Source: an optimization exercise on an open RTL-to-GDS flow (aim: small area). Production flows keep margins and buffers that such runs may drop.
The RTL of this run was laid out without a check of its function.
Power figures rest on the tool's default switching activity, not on a simulated workload.

--- design/flow/flow/run.sh ---
#!/bin/bash
# The standard layout (standard.sh, unchanged synthesis), except that the buffers put on
# the input and output ports are the smallest buffer cell, sky130_fd_sc_hd__buf_1.
set -euo pipefail
export BUFFER_PORTS_ARGS="-buffer_cell sky130_fd_sc_hd__buf_1"
bash standard.sh > standard.log 2>&1
--- design/flow/standard.sh ---
#!/bin/bash
# synth_recipe.tcl (not shown) runs the flow's synth.tcl, then flattens the netlist and writes it again
# the make line also repeats each setting of config.mk as NAME=value (left out here)
make -C /OpenROAD-flow-scripts/flow DESIGN_CONFIG=/design/flow/config.mk WORK_HOME=/design/flow/orfs CLKGATE_MAP_FILE= SYNTH_SCRIPT=/design/flow/synth_recipe.tcl "${@:-finish}"
--- design/flow/config.mk ---
export PLATFORM = sky130hd
export DESIGN_NAME = ptp_perout_gen
export DESIGN_NICKNAME = ptp_perout_gen
export VERILOG_FILES = /design/flow/design.v
export SDC_FILE = /design/flow/constraint.sdc
export NUM_CORES = 4
export LEC_CHECK = 0
export ABC_AREA = 1
export CAP_MARGIN = 20
export CORE_MARGIN = 2
export CORE_UTILIZATION = 40
export CTS_BUF_LIST = sky130_fd_sc_hd__clkbuf_4
export SLEW_MARGIN = 20
--- design/flow/constraint.sdc ---
create_clock -name core_clock -period 8.5 [get_ports {clk}]
set_input_delay 1.7000 -clock core_clock [delete_from_list [all_inputs] [get_ports {clk}]]
set_output_delay 1.7000 -clock core_clock [all_outputs]
set_load 0.01 [all_outputs]
--- design/flow/design.v ---
module ptp_perout_gen #(
    parameter int FNS_W        = 16,
    parameter bit OUT_POLARITY = 1'b1
) (
    input  logic        clk,
    input  logic        rst_n,
    input  logic [95:0] ts_96,
    input  logic        enable,
    input  logic        cfg_valid,
    input  logic [79:0] cfg_start,
    input  logic [79:0] cfg_period,
    input  logic [79:0] cfg_width,
    output logic        perout,
    output logic        locked,
    output logic        cfg_error
);
    localparam int TW = 78;   
    logic [TW-1:0] ts_now;
    logic [TW-1:0] start_q;
    logic [TW-1:0] start_d;     
    logic [TW-1:0] period_q;    
    logic [TW-1:0] wmp_q;       
    logic [TW-1:0] next_rise;
    logic [TW-1:0] addend;
    logic [TW-1:0] sum;
    logic [TW-1:0] ts_in;
    logic [TW-1:0] c_start, c_period, c_width;
    logic [TW-1:0] c_wmp;
    logic          c_w_lt_p;
    logic          armed;       
    logic          cfg_held;
    logic          pulse;
    logic          cfg_legal;
    logic          back_q;
    logic          was_rst;
    logic          ge_rise, ge_sum;
    logic          idle;
    logic          unused;
    function automatic logic [TW-1:0] t80(input logic [79:0] t);
        t80 = {t[79:32], t[29:0]};
    endfunction
    function automatic logic t_ge(input logic [TW-1:0] a, input logic [TW-1:0] b);
        logic g, g0, g1;
        g = 1'b1;
        g0 = 1'b0; g1 = 1'b1;
        for (int i = 0; i < TW; i++) begin
            g0 = (a[i] & ~b[i]) | ((a[i] | ~b[i]) & g0);
            g1 = (a[i] & ~b[i]) | ((a[i] | ~b[i]) & g1);
            if (i % 6 == 6 - 1 || i == TW - 1) begin
                g = g0 | (g1 & g);
                g0 = 1'b0; g1 = 1'b1;
            end
        end
        t_ge = g;
    endfunction
    function automatic logic t_ge_t(input logic [TW-1:0] a, input logic [TW-1:0] b);
        logic [127:0] gt, ge;
        gt = '0; ge = '1;
        for (int i = 0; i < TW; i++) begin gt[i] = a[i] & ~b[i]; ge[i] = a[i] | ~b[i]; end
        for (int l = 0; l < 7; l++)
            for (int j = 0; j < (128 >> (l + 1)); j++) begin
                gt[j] = gt[2*j+1] | (ge[2*j+1] & gt[2*j]);
                ge[j] = gt[2*j+1] | (ge[2*j+1] & ge[2*j]);
            end
        t_ge_t = ge[0];
    endfunction
    function automatic logic t_ge_r(input logic [TW-1:0] a, input logic [TW-1:0] b);
        logic g;
        g = 1'b1;
        for (int i = 0; i < TW; i++) g = (a[i] & ~b[i]) | ((a[i] | ~b[i]) & g);
        t_ge_r = g;
    endfunction
    localparam logic [29:0] NS_BIAS = 30'd73741824;   
    function automatic logic [TW+1:0] cia(input logic [TW-1:0] a, input logic [TW-1:0] b, input logic cin);
        logic [TW-1:0] s0, s;
        logic          g, carry, cblk, pf, c30;
        carry = cin; cblk = cin; g = cin; pf = 1'b1; c30 = 1'b0;
        for (int i = 0; i < TW; i++) begin
            if (i % 6 == 0 && i != 0) begin
                cblk = carry; g = 1'b0; pf = 1'b1;
                if (i == 30) c30 = carry;
            end
            s0[i] = a[i] ^ b[i] ^ g;
            g     = (a[i] & b[i]) | (a[i] & g) | (b[i] & g);
            s[i]  = (i < 6 || !cblk) ? s0[i] : s0[i] ^ pf;
            pf    = pf & s0[i];
            if (i % 6 == 5) carry = (i < 6) ? g : (g | (cblk & pf));
        end
        cia = {carry, c30, s};
    endfunction
    function automatic logic [TW-1:0] t_add(input logic [TW-1:0] a, input logic [TW-1:0] b);
        logic [TW+1:0] s;
        s     = cia(a, b, 1'b0);
        t_add = {s[TW-1:30], s[TW] ? s[29:0] : s[29:0] - NS_BIAS};
    endfunction
    function automatic logic [TW:0] t_sub_b(input logic [TW-1:0] a, input logic [TW-1:0] b);
        logic [TW+1:0] d;
        d       = cia(a, ~b, 1'b1);
        t_sub_b = {!d[TW+1], d[TW-1:30], d[TW] ? d[29:0] + NS_BIAS : d[29:0]};
    endfunction
    assign start_d   = (c_start & {TW{cfg_valid}}) | (start_q & {TW{!cfg_valid}});
    assign ts_in     = t80(ts_96[95:16]);
    assign c_start   = t80(cfg_start);
    assign c_period  = t80(cfg_period);
    assign c_width   = t80(cfg_width);
    assign unused    = ^{ts_96[47:46], ts_96[15:0], cfg_start[31:30], cfg_period[31:30], cfg_width[31:30]};
    assign {c_w_lt_p, c_wmp} = t_sub_b(c_width, c_period);
    assign cfg_legal = (c_width != '0) && c_w_lt_p;
    assign addend    = pulse ? wmp_q : period_q;
    assign sum       = t_add(next_rise, addend);
    assign ge_sum    = t_ge_t(ts_now, sum);
    assign ge_rise   = t_ge_r(ts_now, next_rise);
    assign idle      = !armed && !pulse;
    assign perout    = OUT_POLARITY ? pulse : ~pulse;
    always_ff @(posedge clk) begin
        ts_now  <= ts_in;
        was_rst <= !rst_n;
        back_q  <= !was_rst && !t_ge_r(ts_in, ts_now);
        start_q <= start_d;
        if (cfg_valid) begin
            period_q <= {c_period[TW-1:30], c_period[29:0] + NS_BIAS};
            wmp_q    <= c_wmp;
        end
        if (cfg_valid || !enable || idle || back_q)
            next_rise <= start_d;
        else if (armed && (ge_sum || ge_rise))
            next_rise <= sum;
    end
    always_ff @(posedge clk) begin
        if (!rst_n) begin
            armed     <= 1'b0;
            cfg_held  <= 1'b0;
            pulse     <= 1'b0;
            locked    <= 1'b0;
            cfg_error <= 1'b0;
        end else begin
            if (cfg_valid) begin
                pulse     <= 1'b0;
                locked    <= 1'b0;
                cfg_error <= !cfg_legal;
                cfg_held  <= cfg_legal;
                armed     <= cfg_legal && enable;
            end else if (!enable) begin
                armed  <= 1'b0;
                pulse  <= 1'b0;
                locked <= 1'b0;
            end else if (!idle && back_q) begin
                pulse  <= 1'b0;
                locked <= 1'b0;
                armed  <= 1'b1;
            end else if (idle) begin
                locked <= 1'b0;
                armed  <= cfg_held;
            end else if (armed) begin
                if (ge_sum) begin
                    locked <= 1'b0;
                end else if (ge_rise) begin
                    pulse  <= 1'b1;
                    locked <= 1'b1;
                    armed  <= 1'b0;
                end
            end else if (ge_sum) begin
                pulse <= 1'b0;
                armed <= 1'b1;
            end
        end
    end
endmodule
==> run summary <==
CTS placed an instance of clkbuf_4 at the clock tree root. The net total in the final layout is 4126. Cells fill 48.2% of the core in the end. The total negative slack is 0 ns.

The number of max-slew violations in the final report came out at 0. The cell with the largest stage delay on the worst path is fa_1. The total overflow left after global routing is 0. The clock passes through at most 3 buffers. For this run, the leading register cell type out of synthesis is edfxtp_1.

The number of global-route vias before repair is 20000. The cell that appears most often on the critical path is nand2_2. The data required time at the worst endpoint came out at 9.06 ns. The number of sinks on the clock net came out at 397. The latest clock arrival within the worst-skew pair is 0.86 ns. The number of cells after detailed placement came out at 4223. In this run the worst path has a maximum fanout of 6. The total number of placement rows is 92. Among all cell types in the netlist, the one instantiated most often is nand2_1. The path class of the tightest hold or removal check is register to register. The headroom to the max-slew limit is 32.2%. The layout-stage area growth over the synthesis result came out at 19.4%. The number of buffers and inverters on the critical path is 9.

The fraction of power consumed by sequential logic came out at 35.2%. After synthesis, the cell types taking the most area are edfxtp_1 (28%), nand2_1 (15%), dfxtp_1 (13%). For this run, the slowest stage of the critical path takes 0.55 ns. The share of post-route cells with drive strength above 1 came out at 11.4%.

CTS built an H-tree with a depth of 3. The net count after synthesis came out at 3648. The total number of yosys warnings came out at 1.

The combined area of the multi-input logic cells came out at 0.0130 mm². STA classifies the critical path startpoint as a register. The first-pass GRT wire length is 101000 µm. The count of flip-flops with a built-in enable after synthesis is 234. The clock-pin slew of the registers on the worst-case setup and hold paths is 0.08 ns. After synthesis, the most frequently instantiated cells are nand2_1 (989), inv_1 (521), edfxtp_1 (234). TritonCTS built the clock tree. The count of input and output buffers came out at 318. The run finished with no timing, DRC or antenna violations.

The number of max-capacitance violations reported is 0. The cell area after technology mapping came out at 0.0254 mm². The post-route clock period utilization came out at 95.5%.

The final design area excluding fillers came out at 0.0303 mm². The number of violations reported at the end of detailed-routing iteration 0 came out at 935. The residual antenna-violating net count after detailed routing is 0. The overall die width came out at 256 µm.

Setup repair after global routing could not meet its margin everywhere. The sum of net half-perimeters after detailed placement came out at 49200 µm. The initial antenna violation count came out at 16.

The final non-filler cell total is 4460. The relative contribution of the clock network to total power is 28.3%. 343 I/O pins were placed. For this block, the via count after detailed routing is 20300. The measured slew at the worst slew-check pin is 1.02 ns. The leakage power of the design is 14.7 nW. The region available for standard cell placement spans 0.0630 mm². After filler insertion, the fill cell instance count of the layout stands at 6296. The post-detailed-routing wire length came out at 64400 µm. A synthesized cell averages 8.38 µm².

The register-to-register path setup slack is 0.38 ns. The worst hold-check slack is 0.439 ns. The fraction of power spent switching nets is 34.6%. The DRC violation count after routing came out at 0.

The final count of hold timing violations came out at 0. The vertical die dimension came out at 256 µm. The fraction of power consumed by combinational cells came out at 36.5%. Registers take 0.0103 mm².

Among cell families on the critical path, the largest total delay comes from compound AO/OA/AOI/OAI gates. The hold-fix buffer count after cts is 0. The number of iterations in the first detailed-routing pass came out at 5. In this run, synthesis produced a sequential element count of 397. STA classifies the critical path endpoint as a register. The power per cell area is 223 mW/mm². The internal power summed over all cells came out at 4.43 mW. The synthesized design devotes to its leading area cell type 27.7% of total area.

Subtracting the final worst setup slack from the clock period gives 8.12 ns. The initial utilization of the core area, before any placement, comes to 40.3%. The congestion estimate from routability-driven global placement came to 0.841. The final setup violation count is 0. The post-synthesis cell count came out at 3031.

The async set or reset register ratio after synthesis came out at 0%. The instance area after placement is 0.0282 mm². The floorplan die area came out at 0.0655 mm².

The largest net degree at the start of global routing is 149. The setup path with the least slack is of type register to register. The count of distinct cell types in the synthesized netlist came out at 53.

edfxtp_1 takes more of the synthesized area than any other cell. STA puts the critical path data arrival time at 8.68 ns. Clock skew on the completed layout was measured at 0.0657 ns. The total net switching power came out at 2.34 mW. The highest achievable clock rate came out at 123 MHz. The total CTS buffers came out at 113.

The peak ir drop on the vdd network came out at 0.0859 mV. In the final routed layout, each cell accounts on average for 14.4 µm. Dividing the detail-routed via count by the number of cells gives 4.56.

The aggregate global-route resource usage is 19.3%. The sequential area share after synthesis is 40.5%.
## routing by layer
metal / GRT usage (%) / vias up / wire length (µm)
met5: 0 / - / 113
met4: 7.67 / 18 / 1580
met2: 32.0 / 375 / 30400
li1: - / 10700 / -
met1: 24.2 / 9110 / 28700
met3: 4.84 / 100 / 3630
## cells in the final DEF (no fill, tap or decap), types with 6 or more instances in the layout
master / count
mux2i_1: 51
clkbuf_4: 171
nand4_1: 8
nand3_1: 27
clkinv_1: 31
inv_1: 517
clkinv_2: 7
a21oi_1: 37
dfxtp_1: 162
clkbuf_16: 6
nand2_2: 12
o21ai_0: 189
fa_2: 13
fa_1: 116
a31oi_1: 27
inv_2: 30
xnor2_1: 26
nor3_1: 22
buf_6: 8
xor2_1: 56
ha_1: 144
a21oi_2: 7
nor2_1: 115
o22ai_1: 74
buf_1: 317
buf_4: 88
nor4_1: 20
mux2_2: 11
o21ai_2: 8
nand2_1: 975
o21ai_1: 8
edfxtp_1: 234
## logic make-up after synthesis
kind of cell / share of synthesized area, %
buffers and inverters: 9.42
adders and majority gates: 17.5
xor gates and xnor gates: 2.93
DFF: 40.5
muxes: 2.54
AOI/OAI and AO/OA: 8.80
and+or+nand+nor: 18.4
## sequential cells by signal, indices dropped and copies added, names as in the netlist
register   cells
armed          1
back_q         1
cfg_error      1
cfg_held       1
locked         1
next_rise     78
period_q      78
pulse          1
start_q       78
ts_now        78
was_rst        1
wmp_q         78
## what timing repair did
item	4_1_cts	5_1_grt
endpoints found under the hold margin	0	0
gates cloned	0	12
setup endpoints to repair	79	81
gates resized for setup	11	74
buffers inserted	1	4
pin swaps	6	12
## power by group through the flow
stage	sequential, mW	combinational [mW]	clock (mW)
2_1_floorplan	2.40	1.63	0
3_3_place_gp	2.42	2.29	0
3_5_place_dp	2.42	2.34	0
4_1_cts	2.38	2.37	1.99
5_1_grt	2.41	2.88	2.10
6_report	2.38	2.47	1.92
## final timing paths
| check | cells after the start | start | endpoint |
|---|---|---|---|
| max | 49 | pulse | next_rise[62] |
| min | 2 | start_q[8] | start_q[8] |
| min reg2reg | 2 | start_q[8] | start_q[8] |
| max reg2reg | 49 | pulse | next_rise[62] |
## through the flow
stage / power [mW] / setup slack [ns]
2_1_floorplan: 4.03 / 0.0507
3_3_place_gp: 4.71 / -0.0356
3_5_place_dp: 4.76 / -0.132
4_1_cts: 6.74 / 0.00523
5_1_grt: 7.38 / -0.0882
6_report: 6.78 / 0.380
## final cells by class
| type | instances | area share [%] |
|---|---|---|
| multi-input cells | 2015 | 42.8 |
| flip-flops and latches | 397 | 33.9 |
| repair buffers | 426 | 7.34 |
| inverters | 556 | 7.10 |
| clock buffers | 170 | 4.21 |
| well taps | 846 | 3.49 |
| clock inverters | 45 | 1.07 |
| diodes | 5 | 0.0412 |
## worst register-to-register path: cells and delay by family (launching register included)
kind | cells | cell delay, ns
AO/OA/AOI/OAI | 16 | 2.52
XOR/XNOR | 2 | 0.38
adder cells (fa/ha/maj) | 7 | 2.16
buffers and inverters | 9 | 0.91
flip-flops | 1 | 0.37
AND/OR/NAND/NOR | 15 | 1.50

==> re-timing with driven ports <==
The flow's constraints put no driver on any port. The routed layout listed below was extracted and timed again, unchanged, in two steps. Step 1 assumes that a clkbuf_16 drives the clock port and a buf_2 every other input. Step 2 times the ports against the registers' clock, not the clock port: input delays grow and output delays shrink by t, the midpoint of the rising clock arrivals with the driver on. a / b / c = no drivers / after step 1 / after step 2; a / b = the first two.
t, ns: 0.878
setup WS [ns]: 0.380 / 0.380 / 0.377
hold WS [ns]: 0.439 / 0.439 / 0.439
worst setup path at the end: input to register
worst register clock-pin slew, ns: 0.08 / 0.08
After both steps this run still meets setup and hold. For this run, drivers alone change the setup slack by 0.000 ns; drivers and shift together by -0.003 ns.
